Source: an optimization exercise on an open RTL-to-GDS flow (aim: small area). Production flows keep margins and buffers that such runs may drop. In this exercise RTL edits were held to simulation tests only and were not proved equivalent to the original. No activity file was given, so power comes from the tool's default toggle rates.

==> flow/design.v <==
module axis_adxl_responder #(
  parameter logic [6:0] DEV_ADDR  = 7'h53,
  parameter logic [7:0] DEVID_VAL = 8'hE5
) (
  input  logic        clk,
  input  logic        reset,
  input  logic [31:0] s_axis_tdata,
  input  logic [3:0]  s_axis_tkeep,
  input  logic [7:0]  s_axis_tdest,
  input  logic        s_axis_tvalid,
  input  logic        s_axis_tlast,
  output logic        s_axis_tready,
  output logic [31:0] m_axis_tdata,
  output logic [3:0]  m_axis_tkeep,
  output logic [7:0]  m_axis_tdest,
  output logic        m_axis_tvalid,
  output logic        m_axis_tlast,
  input  logic        m_axis_tready,
  output logic [7:0]  power_ctl
);
  logic [15:0][3:0][7:0] regs_q;
  logic [5:0]  ptr_q;
  logic        resp_q;     
  logic        busy_q;     
  logic        wr_q;       
  logic        pend_q;     
  logic        first_q;    
  logic [7:0]  left_q;     
  logic        idle, hdr_acc, match, is_rd, wr_acc;
  logic [7:0]  n_eff;
  assign s_axis_tready = !reset && !resp_q;
  assign m_axis_tvalid = resp_q;
  assign m_axis_tdest  = {DEV_ADDR, 1'b1};
  assign power_ctl     = regs_q[4'hB][1];
  assign idle    = !resp_q && !busy_q;
  assign hdr_acc = idle && s_axis_tvalid;
  assign match   = (s_axis_tdest[7:1] == DEV_ADDR);
  assign is_rd   = match && s_axis_tdest[0];
  assign wr_acc  = busy_q && wr_q && s_axis_tvalid;
  assign n_eff   = (s_axis_tdata[7:0] == 8'h00) ? 8'd1 : s_axis_tdata[7:0];
  logic [3:0]      lane_wr;     
  logic [3:0][1:0] lane_o;      
  logic [2:0]      n_wr;        
  logic [5:0]      ld_byte;     
  logic [5:0]      base;
  logic            any_keep;
  always_comb begin
    logic [2:0] cnt;
    logic       got;
    cnt      = '0;
    got      = !first_q;
    ld_byte  = '0;
    lane_wr  = '0;
    lane_o   = '0;
    for (int i = 0; i < 4; i++) begin
      if (s_axis_tkeep[i]) begin
        if (!got) begin
          ld_byte = s_axis_tdata[i*8 +: 6];
          got     = 1'b1;
        end else begin
          lane_wr[i] = 1'b1;
          lane_o[i]  = cnt[1:0];
          cnt        = cnt + 3'd1;
        end
      end
    end
    n_wr     = cnt;
    any_keep = |s_axis_tkeep;
  end
  assign base = (first_q && !resp_q) ? ld_byte : ptr_q;
  logic [3:0][3:0] bank_sel;    
  logic [3:0]      bank_we;
  logic [3:0]      bank_nx;
  logic [3:0][7:0] bank_d;
  always_comb begin
    for (int b = 0; b < 4; b++) begin
      logic [1:0] rel;
      rel        = 2'(b) - base[1:0];
      bank_nx[b] = (2'(b) < base[1:0]);
      for (int i = 0; i < 4; i++) bank_sel[b][i] = lane_wr[i] && (lane_o[i] == rel);
      bank_we[b] = wr_acc && (|bank_sel[b]);
      bank_d[b]  = '0;
      for (int i = 0; i < 4; i++) begin
        if (bank_sel[b][i] && !reset) bank_d[b] = bank_d[b] | s_axis_tdata[i*8 +: 8];
      end
    end
  end
  logic [15:0] row_hit;
  logic [3:0]  we_here, we_next;
  always_comb begin
    for (int r = 0; r < 16; r++) row_hit[r] = (base[5:2] == 4'(r));
    for (int b = 0; b < 4; b++) begin
      we_here[b] = bank_we[b] && !bank_nx[b];
      we_next[b] = bank_we[b] && bank_nx[b];
    end
  end
  for (genvar r = 0; r < 16; r++) begin : g_row
    for (genvar b = 0; b < 4; b++) begin : g_bank
      if (r == 0 && b == 0) begin : g_devid
        assign regs_q[r][b] = DEVID_VAL;
      end else begin : g_reg
        logic [7:0] q;
        logic       wr, hold;
        assign wr   = (we_here[b] && row_hit[r]) || (we_next[b] && row_hit[(r + 15) % 16]);
        assign hold = !(wr || reset);
        if (r == 11 && b == 0) begin : g_2c
          adxl_byte_reg_0a u_byte (
            .clk(clk), .reset(reset), .hold(hold), .wr(wr), .d(bank_d[b]), .q(q)
          );
        end else begin : g_00
          adxl_byte_reg u_byte (
            .clk(clk), .hold(hold), .wr(wr), .d(bank_d[b]), .q(q)
          );
        end
        assign regs_q[r][b] = q;
      end
    end
  end
  logic       resp_acc;
  logic [2:0] ptr_inc;
  assign resp_acc = resp_q && m_axis_tready;
  assign ptr_inc  = resp_q ? (m_axis_tlast ? left_q[2:0] : 3'd4) : n_wr;
  always_ff @(posedge clk) begin
    if (reset) begin
      resp_q <= 1'b0;
      busy_q <= 1'b0;
      ptr_q  <= '0;
    end else begin
      if (hdr_acc) begin
        if (!s_axis_tlast) busy_q <= 1'b1;
        if (is_rd && s_axis_tlast) resp_q <= 1'b1;
      end
      if (busy_q && s_axis_tvalid && s_axis_tlast) begin
        busy_q <= 1'b0;
        if (!wr_q && pend_q) resp_q <= 1'b1;
      end
      if (resp_acc || (wr_acc && (!first_q || any_keep))) ptr_q <= base + {3'b0, ptr_inc};
      if (resp_acc && m_axis_tlast) resp_q <= 1'b0;
    end
  end
  always_ff @(posedge clk) begin
    if (hdr_acc) begin
      wr_q    <= match && !s_axis_tdest[0];
      pend_q  <= is_rd;
      first_q <= 1'b1;
      left_q  <= n_eff;
    end
    if (wr_acc && any_keep) first_q <= 1'b0;
    if (resp_acc) left_q[7:2] <= left_q[7:2] - 6'd1;
  end
  logic [5:0] cur;
  assign cur = ptr_q;
  assign m_axis_tlast = (left_q[7:3] == 5'd0) && !(left_q[2] && (left_q[1:0] != 2'd0));
  assign m_axis_tkeep = {|left_q[7:2],
                         (|left_q[7:2]) || (&left_q[1:0]),
                         |left_q[7:1],
                         1'b1};
  logic [15:0]     cur_row;
  logic [3:0][7:0] bank_q;
  always_comb begin
    for (int r = 0; r < 16; r++) cur_row[r] = (cur[5:2] == 4'(r));
    for (int b = 0; b < 4; b++) begin
      bank_q[b] = '0;
      for (int r = 0; r < 16; r++) begin
        if ((2'(b) < cur[1:0]) ? cur_row[(r + 15) % 16] : cur_row[r])
          bank_q[b] = bank_q[b] | regs_q[r][b];
      end
    end
    for (int i = 0; i < 4; i++) begin
      logic [1:0] src;
      src = 2'(i) + cur[1:0];
      m_axis_tdata[i*8 +: 8] = m_axis_tkeep[i] ? bank_q[src] : 8'h00;
    end
  end
endmodule
module adxl_byte_reg (
  input  logic       clk,
  input  logic       hold,
  input  logic       wr,
  input  logic [7:0] d,
  output logic [7:0] q
);
  always_ff @(posedge clk) q <= (q & {8{hold}}) | (d & {8{wr}});
endmodule
module adxl_byte_reg_0a (
  input  logic       clk,
  input  logic       reset,
  input  logic       hold,
  input  logic       wr,
  input  logic [7:0] d,
  output logic [7:0] q
);
  always_ff @(posedge clk) q <= (q & {8{hold}}) | (d & {8{wr}}) | (8'h0A & {8{reset}});
endmodule
export LEC_CHECK = 0
export CAP_MARGIN = 5
export CELL_PAD_IN_SITES_DETAIL_PLACEMENT = 1
export CELL_PAD_IN_SITES_GLOBAL_PLACEMENT = 1
export CORE_MARGIN = 2
export CORE_UTILIZATION = 55
export GPL_ROUTABILITY_DRIVEN = 1
export PLACE_DENSITY = 0.65
export SLEW_MARGIN = 5
export SYNTH_HIERARCHICAL = 1
create_clock -name core_clock -period 12.0 [get_ports {clk}]
standard.sh (not shown) runs the stock make flow with config.mk's settings and CLKGATE_MAP_FILE= SYNTH_SCRIPT=/design/flow/synth_recipe.tcl, a recipe that flattens the netlist after the stock synthesis.
==> flow/flow/run.sh <==
#!/bin/bash
# Own layout flow: the standard layout, except that
#  * synthesis is the standard synthesis script with ABC's area-oriented
#    mapping script (flow/area.abc) in place of the speed script; all the
#    Yosys passes before ABC (and so the registers) are unchanged;
#  * port buffers are the smallest buffer (buf_1);
#  * CTS uses larger sink clusters and no dummy loads.
# Each tool's output goes to a log file in the work folder.
set -euo pipefail
W=$(pwd)

# Synthesis script: synth_recipe.tcl, sourcing a copy of ORFS's synth.tcl
# whose ABC call uses flow/area.abc.
sed "s#source \$::env(SCRIPTS_DIR)/synth_preamble.tcl#source \$::env(SCRIPTS_DIR)/synth_preamble.tcl\nset abc_args [lreplace \$abc_args 1 1 $W/flow/area.abc]#" \
  "$FLOW_HOME/scripts/synth.tcl" > "$W/own_synth.tcl"
grep -q "flow/area.abc" "$W/own_synth.tcl"
sed "s#\$::env(SCRIPTS_DIR)/synth.tcl#$W/own_synth.tcl#" "$W/synth_recipe.tcl" > "$W/own_synth_recipe.tcl"
grep -q "own_synth.tcl" "$W/own_synth_recipe.tcl"

make -C "$FLOW_HOME" DESIGN_CONFIG="$W/config.mk" WORK_HOME="$W/orfs" CLKGATE_MAP_FILE= \
  SYNTH_SCRIPT="$W/own_synth_recipe.tcl" synth > "$W/synth.log" 2>&1

CTS="-sink_clustering_enable -repair_clock_nets -sink_clustering_size 16 -sink_clustering_max_diameter 60 -buf_list sky130_fd_sc_hd__clkbuf_8 -dont_use_dummy_load"
bash "$W/standard.sh" "BUFFER_PORTS_ARGS=-buffer_cell sky130_fd_sc_hd__buf_1" "CTS_ARGS=$CTS" finish > "$W/layout.log" 2>&1
==> flow/flow/area.abc <==
&get -n
&st
&dch -f
&nf -a -R 1000
&st
&syn2
&dch -f
&nf -a -R 1000
&put
topo
The first run completed without violations.
Edit:
--- a/flow/flow/run.sh
+++ b/flow/flow/run.sh
@@ -21,4 +21,4 @@
   SYNTH_SCRIPT="$W/own_synth_recipe.tcl" synth > "$W/synth.log" 2>&1
 
-CTS="-sink_clustering_enable -repair_clock_nets -sink_clustering_size 16 -sink_clustering_max_diameter 60 -buf_list sky130_fd_sc_hd__clkbuf_8 -dont_use_dummy_load"
+CTS="-sink_clustering_enable -repair_clock_nets -sink_clustering_size 16 -sink_clustering_max_diameter 60 -buf_list {sky130_fd_sc_hd__clkbuf_4 sky130_fd_sc_hd__clkbuf_8} -dont_use_dummy_load"
 bash "$W/standard.sh" "BUFFER_PORTS_ARGS=-buffer_cell sky130_fd_sc_hd__buf_1" "CTS_ARGS=$CTS" finish > "$W/layout.log" 2>&1
Settings changed: CAP_MARGIN 5 to 20, SLEW_MARGIN 5 to 20.
Effect: The changed run finished clean. Via count is about the same. Sequential power is about the same. Cell count is unchanged. Worst setup slack gets worse by 100 ps. Register-to-register slack gets worse by 20 ps. Fmax shrinks by 1.3%. Die area stays the same. Sequential share of layout area stays flat. Combinational power hardly moves.
Edit:
--- a/flow/flow/run.sh
+++ b/flow/flow/run.sh
@@ -21,4 +21,4 @@
   SYNTH_SCRIPT="$W/own_synth_recipe.tcl" synth > "$W/synth.log" 2>&1
 
-CTS="-sink_clustering_enable -repair_clock_nets -sink_clustering_size 16 -sink_clustering_max_diameter 60 -buf_list {sky130_fd_sc_hd__clkbuf_4 sky130_fd_sc_hd__clkbuf_8} -dont_use_dummy_load"
+CTS="-sink_clustering_enable -repair_clock_nets -sink_clustering_size 16 -sink_clustering_max_diameter 60 -buf_list sky130_fd_sc_hd__clkbuf_8 -dont_use_dummy_load"
 bash "$W/standard.sh" "BUFFER_PORTS_ARGS=-buffer_cell sky130_fd_sc_hd__buf_1" "CTS_ARGS=$CTS" finish > "$W/layout.log" 2>&1
Settings changed: GPL_TIMING_DRIVEN set to 0.
Result: Routed wire length drops slightly; flip-flop and latch count does not change; register-to-register slack loses 780 ps.
Edit:
==> flow/flow/area.abc (replaced) <==
&get -n
&st
&deepsyn -T 30
&dch -f
&nf -a -R 1000
&put
topo
Settings changed: GPL_TIMING_DRIVEN 0 to unset.
=>
- final cell count is higher by 0.74%
- cell area is higher by about 0.4%
- wire length is higher by about 10%
- non-clock buffer count is higher by 38
Edit:
==> flow/flow/area.abc (replaced) <==
&get -n
&st
&dch -f
&nf -a -R 1000
&st
&syn2
&dch -f
&nf -a -R 1000
&put
topo
What happened: Combinational power came out higher by 27%; setup slack got worse by 37 ps; worst hold slack improves by 6.7 ps; area after synthesis grows by 0.42%; sequential power is about the same; count of clock-buffer cells in the layout decreases by 1; synthesized cell count went up by 0.44%; sequential share of layout area came out higher by 0.31 points; register-to-register slack improved by 340 ps; total power went up by 2.2%.

-- what the ideal ports hide --
In the flow no input, the clock included, has a driving cell. The finished layouts below were timed again as built, in two steps. Step 1, drivers: a clkbuf_16 drives clk and a buf_2 each remaining input, both assumed. Step 2 also shifts input and output timing later by t, the mid clock arrival at the registers, as if the neighbouring blocks saw the same clock. Slacks: ideal ports / drivers / drivers and shift; pairs: ideal ports / drivers.
run | shift t [ns] | setup slack, ns | hold slack, ns | slew at the worst register clock pin (ns) | worst data-port slew with drivers (ns)
the first run | 0.687 | 4.336 / 4.280 / 4.010 | 0.490 / 0.490 / 0.490 | 0.11 / 0.11 | 0.10
the second run | 0.687 | 4.233 / 4.177 / 4.009 | 0.491 / 0.491 / 0.491 | 0.11 / 0.11 | 0.10
the third run | 0.681 | 3.461 / 3.408 / 3.282 | 0.488 / 0.488 / 0.488 | 0.11 / 0.11 | 0.10
the fourth run | 0.702 | 4.270 / 4.213 / 3.834 | 0.484 / 0.484 / 0.484 | 0.11 / 0.11 | 0.11
the fifth run | 0.687 | 4.233 / 4.177 / 4.009 | 0.491 / 0.491 / 0.491 | 0.11 / 0.11 | 0.10
After both steps setup and hold are still met in every run listed. The setup slack of the fourth run, which loses most, moves by -0.057 ns with the drivers and by -0.436 ns with both steps.
